Source: an optimization exercise on an open RTL-to-GDS flow (aim: small area, a short achievable clock period and few clock cycles per item). Production flows keep margins and buffers that such runs may drop.
No functional check of the RTL was part of any run shown here.

## flow/design.v (module list and top-level ports; edited modules follow where they fit)
// module idct_1d_serial: 2614 lines
// module idct_add: 9 lines
// module idct_pix: 26 lines
module idct_1d_serial #(
    parameter int OFFSET = 0
) (
    input  logic        clk,
    input  logic        rst,
    input  logic [95:0] coef_in,
    input  logic        in_valid,
    output logic        in_ready,
    output logic [63:0] pix_out,
    output logic        out_valid,
    input  logic        out_ready
);
  // ...
==> flow/flow/run.sh <==
#!/bin/bash
# Standard ORFS layout with one extra step between synthesis and floorplan:
# fixinv.py cancels the inverters that Yosys's adder extraction leaves between full-adder
# cells (a full adder is self-dual, so flipping its polarity is a pure rewiring).
# flow/make_vars.txt, if present, lists extra ORFS make variables (one per line), e.g. the
# setup slack margin repair_timing aims for.  Every tool's output goes to its own log file.
set -euo pipefail
WORK=$(pwd)
RES=$WORK/orfs/results/${FLOW_PLATFORM}/idct_1d_serial/base
EXTRA=()
if [[ -f flow/make_vars.txt ]]; then
  while IFS= read -r line; do
    [[ -n "$line" ]] && EXTRA+=("$line")
  done < flow/make_vars.txt
fi
bash standard.sh ${EXTRA[@]+"${EXTRA[@]}"} "$RES/1_2_yosys.v" > "$WORK/synth.log" 2>&1
cp "$RES/1_2_yosys.v" "$WORK/1_2_yosys.orig.v"
python3 flow/fixinv.py "$WORK/1_2_yosys.orig.v" "$RES/1_2_yosys.v" > "$WORK/fixinv.log" 2>&1
bash standard.sh ${EXTRA[@]+"${EXTRA[@]}"} finish > "$WORK/layout.log" 2>&1
==> flow/flow/fixinv.py <==
#!/usr/bin/env python3
"""Cancel inverters around full-adder cells in a Yosys gate netlist.

A full adder is self-dual: FA(~a,~b,~c) = (~sum, ~cout).  Yosys's extract_fa picks
polarities cell by cell, which leaves inverters between adders.  This pass flips adders
(connects the complements of their inputs and complements their outputs) whenever that
lowers the number of inverters, then writes the netlist back.  The logic is unchanged.
usage: fixinv.py in.v out.v
"""
import re
import sys

OUTPINS = {'X', 'Y', 'Q', 'Q_N', 'SUM', 'COUT', 'HI', 'LO'}
INV = 'sky130_fd_sc_hd__inv_1'


def is_inv(t):
    return re.fullmatch(r'sky130_fd_sc_hd__(clk)?inv_\d+', t) is not None


def is_fa(t):
    return re.fullmatch(r'sky130_fd_sc_hd__fa_\d+', t) is not None


def main(src, dst):
    text = open(src).read()
    m = re.search(r'^(module .*?;\n)(.*?)^endmodule', text, re.S | re.M)
    head_mod, body = m.group(1), m.group(2)
    pre, post = text[:m.start()], text[m.end():]
    cell_re = re.compile(r'^  (sky130_fd_sc_hd__\w+) (\S+) \((.*?)\);\n', re.S | re.M)
    decls = []
    cells = {}
    order = []
    pos = 0
    for cm in cell_re.finditer(body):
        decls.append(body[pos:cm.start()])
        pos = cm.end()
        typ, name, pins = cm.group(1), cm.group(2), cm.group(3)
        pm = {}
        for p, n in re.findall(r'\.(\w+)\(((?:[^()])*)\)', pins):
            pm[p] = n.strip()
        cells[name] = [typ, pm]
        order.append(name)
    rest = body[pos:]
    if rest.strip():
        # assigns or other statements: keep them, but treat their nets as fixed
        pass
    declstr = ''.join(decls)
    outports = set()
    for om in re.finditer(r'^\s*output\s+(\[(\d+):(\d+)\]\s+)?(\S+?)\s*;', head_mod + declstr, re.M):
        if om.group(1):
            hi, lo = int(om.group(2)), int(om.group(3))
            for i in range(min(hi, lo), max(hi, lo) + 1):
                outports.add(f"{om.group(4)}[{i}]")
        else:
            outports.add(om.group(4))
    fixed = set(re.findall(r'[\\\w$\[\]\.]+', rest)) if rest.strip() else set()

    drv = {}
    loads = {}

    def add_load(n, c, p):
        loads.setdefault(n, set()).add((c, p))

    for c in order:
        typ, pm = cells[c]
        for p, n in pm.items():
            if p in OUTPINS:
                drv[n] = (c, p)
            else:
                add_load(n, c, p)
    for n in outports:
        add_load(n, '$PORT', n)

    cnt = [0]

    def newnet():
        cnt[0] += 1
        return f"_fixinv_{cnt[0]}_"

    def newinv(a):
        cnt[0] += 1
        c = f"_fixinvc_{cnt[0]}_"
        y = newnet()
        cells[c] = [INV, {'A': a, 'Y': y}]
        order.append(c)
        drv[y] = (c, 'Y')
        add_load(a, c, 'A')
        return c, y

    def inv_driver(n):
        d = drv.get(n)
        if d and d[0] in cells and is_inv(cells[d[0]][0]):
            return d[0]
        return None

    def inv_load(n):
        for c, p in loads.get(n, ()):
            if c != '$PORT' and c in cells and is_inv(cells[c][0]):
                return c
        return None

    def connect(c, p, n):
        old = cells[c][1][p]
        loads[old].discard((c, p))
        cells[c][1][p] = n
        add_load(n, c, p)

    def remove_cell(c):
        typ, pm = cells.pop(c)
        for p, n in pm.items():
            if p in OUTPINS:
                drv.pop(n, None)
            else:
                loads[n].discard((c, p))

    def gain(f):
        """inverters saved by flipping f (estimate)"""
        typ, pm = cells[f]
        g = 0
        for p in ('A', 'B', 'CIN'):
            n = pm[p]
            I = inv_driver(n)
            if I is not None:
                if len(loads[n]) == 1 and cells[I][1]['Y'] not in outports:
                    g += 1
            elif inv_load(n) is None:
                g -= 1
        for p in ('SUM', 'COUT'):
            o = pm[p]
            ls = loads.get(o, set())
            invs = [c for c, q in ls if c != '$PORT' and is_inv(cells[c][0])
                    and cells[c][1]['Y'] not in outports and cells[c][1]['Y'] not in fixed]
            others = len(ls) - len(invs)
            g += len(invs)
            if others:
                g -= 1
        return g

    def flip(f):
        typ, pm = cells[f]
        for p in ('A', 'B', 'CIN'):
            n = pm[p]
            I = inv_driver(n)
            if I is not None:
                connect(f, p, cells[I][1]['A'])
                if not loads[n] and n not in outports:
                    remove_cell(I)
            else:
                J = inv_load(n)
                y = cells[J][1]['Y'] if J else newinv(n)[1]
                connect(f, p, y)
        for p in ('SUM', 'COUT'):
            o = pm[p]
            o2 = newnet()
            drv.pop(o, None)
            cells[f][1][p] = o2
            drv[o2] = (f, p)
            ls = list(loads.get(o, set()))
            for c, q in ls:
                if c != '$PORT' and is_inv(cells[c][0]):
                    y = cells[c][1]['Y']
                    if y in outports or y in fixed:
                        continue
                    for c2, q2 in list(loads.get(y, set())):
                        connect(c2, q2, o2)
                    remove_cell(c)
            if loads.get(o):
                # remaining loads need the old polarity: o = ~o2
                cnt[0] += 1
                c = f"_fixinvc_{cnt[0]}_"
                cells[c] = [INV, {'A': o2, 'Y': o}]
                order.append(c)
                drv[o] = (c, 'Y')
                add_load(o2, c, 'A')

    def ninv():
        return sum(1 for c in cells if is_inv(cells[c][0]))

    before = ninv()
    fas = [c for c in order if is_fa(cells[c][0])]
    for it in range(20):
        changed = 0
        for f in fas:
            if gain(f) > 0:
                k0 = ninv()
                flip(f)
                changed += 1
        if not changed:
            break
    # half adders whose outputs are only used inverted, or whose inputs both come from
    # inverters, become two plain gates that absorb those inverters
    AREA = {'xor2': 8.7584, 'xnor2': 8.7584, 'and2': 6.256, 'nand2': 3.7536,
            'nor2': 3.7536, 'or2': 6.256}
    OUTPIN = {'xor2': 'X', 'xnor2': 'Y', 'and2': 'X', 'nand2': 'Y', 'nor2': 'Y', 'or2': 'X'}
    INVERSE = {'xor2': 'xnor2', 'xnor2': 'xor2', 'and2': 'nand2', 'nand2': 'and2',
               'nor2': 'or2', 'or2': 'nor2'}
    nha = 0
    has = [c for c in order if c in cells and re.fullmatch(r'sky130_fd_sc_hd__ha_1', cells[c][0])]
    for h in has:
        pm = cells[h][1]
        na, nb, ns, nc = pm['A'], pm['B'], pm['SUM'], pm['COUT']
        Ia, Ib = inv_driver(na), inv_driver(nb)
        use_src = Ia is not None and Ib is not None and Ia != Ib
        if use_src:
            ia, ib = cells[Ia][1]['A'], cells[Ib][1]['A']
            sfun, cfun = 'xor2', 'nor2'
        else:
            ia, ib = na, nb
            sfun, cfun = 'xor2', 'and2'
        plan = []
        saved = 12.512
        for net, fun in ((ns, sfun), (nc, cfun)):
            ls = loads.get(net, set())
            invs = [c for c, q in ls if c != '$PORT' and is_inv(cells[c][0])
                    and cells[c][1]['Y'] not in outports and cells[c][1]['Y'] not in fixed]
            if ls and len(invs) == len(ls):
                plan.append((net, INVERSE[fun], invs))
                saved += 3.7536 * len(invs)
                saved -= AREA[INVERSE[fun]]
            else:
                plan.append((net, fun, []))
                saved -= AREA[fun]
        if use_src:
            for I, n in ((Ia, na), (Ib, nb)):
                if len(loads[n]) == 1 and cells[I][1]['Y'] not in outports:
                    saved += 3.7536
        if saved <= 0.01:
            continue
        remove_cell(h)
        for net, fun, invs in plan:
            cnt[0] += 1
            c = f"_fixinvc_{cnt[0]}_"
            if invs:
                out = cells[invs[0]][1]['Y']
                for I in invs:
                    y = cells[I][1]['Y']
                    remove_cell(I)
                    if y != out:
                        for c2, q2 in list(loads.get(y, set())):
                            connect(c2, q2, out)
            else:
                out = net
            cells[c] = ['sky130_fd_sc_hd__' + fun + '_1', {'A': ia, 'B': ib, OUTPIN[fun]: out}]
            order.append(c)
            drv[out] = (c, OUTPIN[fun])
            add_load(ia, c, 'A')
            add_load(ib, c, 'B')
        if use_src:
            for I, n in ((Ia, na), (Ib, nb)):
                if I in cells and not loads.get(n) and n not in outports:
                    remove_cell(I)
        nha += 1
    print(f"fixinv: half adders split into gates: {nha}", file=sys.stderr)

    # merge inverters that share an input
    byin = {}
    for c in list(order):
        if c in cells and is_inv(cells[c][0]):
            a, y = cells[c][1]['A'], cells[c][1]['Y']
            if y in outports or y in fixed:
                continue
            if a in byin:
                keep = byin[a]
                ky = cells[keep][1]['Y']
                for c2, q2 in list(loads.get(y, set())):
                    connect(c2, q2, ky)
                remove_cell(c)
            else:
                byin[a] = c
    # drop inverters with no loads
    for c in list(order):
        if c in cells and is_inv(cells[c][0]):
            y = cells[c][1]['Y']
            if not loads.get(y) and y not in outports and y not in fixed:
                remove_cell(c)
    after = ninv()
    print(f"fixinv: inverters {before} -> {after}", file=sys.stderr)

    newnets = set()
    for c in order:
        if c in cells:
            for n in cells[c][1].values():
                if n.startswith('_fixinv_'):
                    newnets.add(n)
    out = [pre, head_mod, declstr]
    for n in sorted(newnets):
        out.append(f"  wire {n};\n")
    for c in order:
        if c not in cells:
            continue
        typ, pm = cells[c]
        pins = ',\n'.join(f"    .{p}({n}{' ' if n.startswith(chr(92)) else ''})" for p, n in pm.items())
        out.append(f"  {typ} {c} (\n{pins}\n  );\n")
    out.append(rest)
    out.append('endmodule')
    out.append(post)
    open(dst, 'w').write(''.join(out))


if __name__ == '__main__':
    main(sys.argv[1], sys.argv[2])
==> flow/flow/make_vars.txt <==
SETUP_SLACK_MARGIN=6.9
BUFFER_PORTS_ARGS=-buffer_cell sky130_fd_sc_hd__buf_1
==> flow/standard.sh <==
#!/bin/bash
# synth_recipe.tcl (not shown) runs the flow's synth.tcl, then flattens the netlist and writes it again
# the make line also repeats each setting of config.mk as NAME=value (left out here)
make -C /OpenROAD-flow-scripts/flow DESIGN_CONFIG=/design/flow/config.mk WORK_HOME=/design/flow/orfs CLKGATE_MAP_FILE= SYNTH_SCRIPT=/design/flow/synth_recipe.tcl "${@:-finish}"
==> flow/config.mk <==
export PLATFORM = sky130hd
export DESIGN_NAME = idct_1d_serial
export DESIGN_NICKNAME = idct_1d_serial
export VERILOG_FILES = /design/flow/design.v
export SDC_FILE = /design/flow/constraint.sdc
export NUM_CORES = 4
export LEC_CHECK = 0
export ABC_CLOCK_PERIOD_IN_PS = 3000
export CAP_MARGIN = 20
export CORE_MARGIN = 2
export CORE_UTILIZATION = 40
export CTS_BUF_LIST = sky130_fd_sc_hd__clkbuf_8
export SLEW_MARGIN = 20
export SYNTH_HIERARCHICAL = 1
export SYNTH_MINIMUM_KEEP_SIZE = 0
==> flow/constraint.sdc <==
create_clock -name core_clock -period 11.0 [get_ports {clk}]
set_input_delay 2.2000 -clock core_clock [delete_from_list [all_inputs] [get_ports {clk}]]
set_output_delay 2.2000 -clock core_clock [all_outputs]
set_load 0.01 [all_outputs]
==> impl_metrics.toml, run 1 <==
[setup_path]
worst-r2r-setup-slack_ns = 6.59
r2r_cells = 13
cpMaxStageDelayCell = "edfxtp_1"
crit_chain = "buf_4 > buf_6 > fa_1 > fa_1 > fa_2 > fa_1 > ha_4 > and3_4 > and3_2 > a31oi_4 > buf_4 > a21oi_1 > and3b_2"
r2r_end = "eo1_q[12]"
cp_num_buf_inv = 3
crit_top_cell = "fa_1"

[status]
status = "no timing/DRC/antenna violations"

[final_layout]
area_growth_pct = 22.13
dominant_cells = "multi-input gates"
layout_common_cells = "448 x fa_1, 435 x inv_1, 409 x edfxtp_1"
reg_top3 = "pix_q x64, skid_q x64"
inv_count = 476
nClkBuffers = 78
area_share_nonclk_buffers_pct = 7.048
final_util_pct = 49.33
final_cell_count_no_fill = 6182
multi_input_area_um2 = 33190

[floorplan]
initial_core_util_pct = 40.39
fp-row-count = 122
ioPinCount = 166

[global_route]
grtUsageMet1_pct = 32.65
met2_usage_pct = 35.17
met3_usage_pct = 4.812

[hold_path]
hold-path-endpoint = "v_q[1]"
hold_class = "reg -> reg"

[route]
drtIter0Drc = 2669
wl_per_cell_um = 21.65
drt-met1-wl_um = 60770
ant_nets = 0
drc_errors = 0

[sta]
setup_viol = 0

[placement]
gp_congestion = 0.9778
placedCellCount = 5673

[flow_run]
drv_cap = 0

[synth]
syn-instance-count = 4086
ys_warn_count = 7

[cts]
ctsLongestPathBuffers = 3
==> inputs of run 2 (changes only) <==
--- a/flow/design.v
+++ b/flow/design.v
@@ -35,17 +35,17 @@
             sv_d = push;
         end else begin
             ov_d = push;
         end
         en_d = !(ov_d && sv_d);
     end
     always_ff @(posedge clk or posedge rst) begin
         if (rst) begin
-            en_q <= 1'b0;
+            en_q <= 1'b1;
             v_q  <= '0;
             ov_q <= 1'b0;
             sv_q <= 1'b0;
         end else begin
             en_q <= en_d;
             if (en_q) v_q <= {v_q, in_valid};
             ov_q <= ov_d;
             sv_q <= sv_d;
==> flow/flow/make_vars.txt (replaced) <==
SETUP_SLACK_MARGIN=6.7
BUFFER_PORTS_ARGS=-buffer_cell sky130_fd_sc_hd__buf_1
==> run 2 against run 1 <==
Still clean on timing, DRC and antenna. First-iteration DRC count fell by 5.0%.
==> impl_metrics.toml, run 2 <==
[cts]
cts_root_buf = "clkbuf_8"
ctsLongestPathBuffers = 3
clk_latency_ns = 0.72
path_clk_slew_ns = 0.06
h-tree-depth = 3
cts.sinks = 414
cts_made_buffers = 78
tritoncts = "done"
cts_hold_buf = 0

[setup_path]
arrival_ns = 4.86
critPathRequiredTime_ns = 11.45
cpMaxStageDelayCell = "fa_2"
cpPeakStageDelay_ns = 0.59
setup.worst_path.start_class = "register"
crit_chain = "buf_4 > fa_2 > fa_2 > fa_2 > fa_2 > ha_4 > a2111oi_4 > o21ai_2 > a31oi_4 > a21oi_2 > o311a_1"
crit_fanout = 5
crit_family = "adder cells"
crit_top_cell = "fa_2"
end_kind = "register"
crit_type = "reg -> reg"
cp_num_buf_inv = 1

[final_layout]
layout-drive-gt1-share_pct = 17.35
area_growth_pct = 16.98
layout_common_cells = "475 x fa_1, 448 x inv_1, 409 x edfxtp_1"
reg_top3 = "pix_q x64, skid_q x64"
layout_commonest_cell = "fa_1"
fin_area_um2 = 52570
finalNetCount = 5610

[synth]
ys_warn_count = 7
syn-instance-count = 4115
syn_area_um2 = 44940
avgSynthCellArea_um2 = 10.92

[global_route]
grt-ovfl-total = 0
grt_max_degree = 95
grt_pass1_wl_um = 200800
grt_usage_pct = 22.53
grt_pass1_vias = 33580
antenna_found_initial = 2

[hold_path]
hold_class = "reg -> reg"

[sta]
min_period_ns = 4.417
fin_crit_sh_pct = 40.15
hold_viol = 0
rsz0062_at_grt = "yes"
drv_slew = 0
fmax_mhz = 226.4
finClkSkew_ns = 0.04279
timing.hold.ws_ns = 0.5085
setup_viol = 0
setup_slack_ns = 6.583
fin_tns_setup_ns = 0
worst_pin_slew_ns = 0.9333
slew-limit-headroom_pct = 37.78

[route]
avgViaCountPerCell = 5.472
ant_nets = 0
drc_errors = 0
via_count = 33390
wl_per_cell_um = 21.49
drtIter0Drc = 2535
dr.pass1.iters = 8
wl_um = 131100

[floorplan]
ioPinCount = 166
die_x_um = 339.2
coreArea_um2 = 111100
fp-row-count = 122
initial_core_util_pct = 40.44
die_y_um = 339.2
dieArea_um2 = 115000

[placement]
dp_hpwl_um = 103700
dp_slack_ns = 6.014
gp_congestion = 0.9536
io_buffers = 165
place_area_um2 = 47050

[flow_run]
drv_cap = 0

[status]
status = "no timing/DRC/antenna violations"
[run 2: worst paths after layout]
check	end	depth (start not counted)	startpoint	slack, ns
worst min register to register	v_q[1]	1	v_q[0]	0.51
worst max register to register	eo1_q[10]	11	d_q[6]	6.58
min in group asynchronous	ov_q	2	rst	1.35
max in group asynchronous	en_q	2	rst	9.41
worst min-delay path	v_q[1]	1	v_q[0]	0.51
worst max-delay path	eo1_q[10]	11	d_q[6]	6.58
[run 2: worst register-to-register path, delay by kind of cell (launching register included)]
family | cells | cell delay, ns
buf+inv | 1 | 0.18
flops | 1 | 0.46
compound gates | 5 | 1.16
fa+ha+maj | 5 | 2.36
[run 2: what timing repair did]
item | in CTS | in global routing
pin swaps | 91 | 116
endpoints found under the setup margin | 109 | 90
buffers inserted | 203 | 54
resized for setup | 274 | 177
[run 2: layer usage]
layer  global-route usage (%)  part of all wire, %
met1                    31.85                   46
met2                    34.65                   44
met3                    4.738                  7.5
met4                    7.034                  3.1
met5                        0                    0
[run 2: layout make-up]
| type | instances | area [um2] |
|---|---|---|
| Multi-Input combinational cell | 3144 | 32200 |
| Fill cell | 10320 | 58550 |
| Inverter | 477 | 1848 |
| Antenna cell | 1 | 2.502 |
| Clock inverter | 67 | 416.7 |
| Tap cell | 1488 | 1862 |
| Sequential cell | 414 | 12410 |
| Clock buffer | 78 | 1074 |
| Timing Repair Buffer | 432 | 2753 |
[run 2: per-stage QoR]
| stage | utilization (%) | std cells |
|---|---|---|
| finish | 47.31 | 6101 |
| global route | 47.31 | 6101 |
| CTS | 46.15 | 6046 |
| detailed placement | 42.34 | 5698 |
| global placement | 42.34 | 5698 |
| floorplan | - | 4129 |

## afterwards: timing with drivers on the ports
In the flow no input, the clock included, has a driving cell. The finished layouts below were timed again as built, in two steps.
Step 1, drivers: a clkbuf_16 drives clk and a buf_2 each remaining input, both assumed.
Step 2, shift: input delay + t, output delay - t, t = (earliest + latest rising clock arrival at the registers) / 2. This alone moves slack from input paths to output paths.
a / b / c = ideal ports / drivers / drivers and shift; a / b = the first two.
run | t, ns | setup slack, ns | worst data-port slew with drivers (ns) | pins driven straight from the clock port
run 1 | 0.778 | 6.589 / 6.589 / 6.280 | 0.06 | 1
run 2 | 0.756 | 6.583 / 6.583 / 6.198 | 0.06 | 1
After both steps setup and hold are still met in every run listed. For run 2, which loses most, drivers alone change the setup slack by 0.000 ns; drivers and shift together by -0.385 ns.
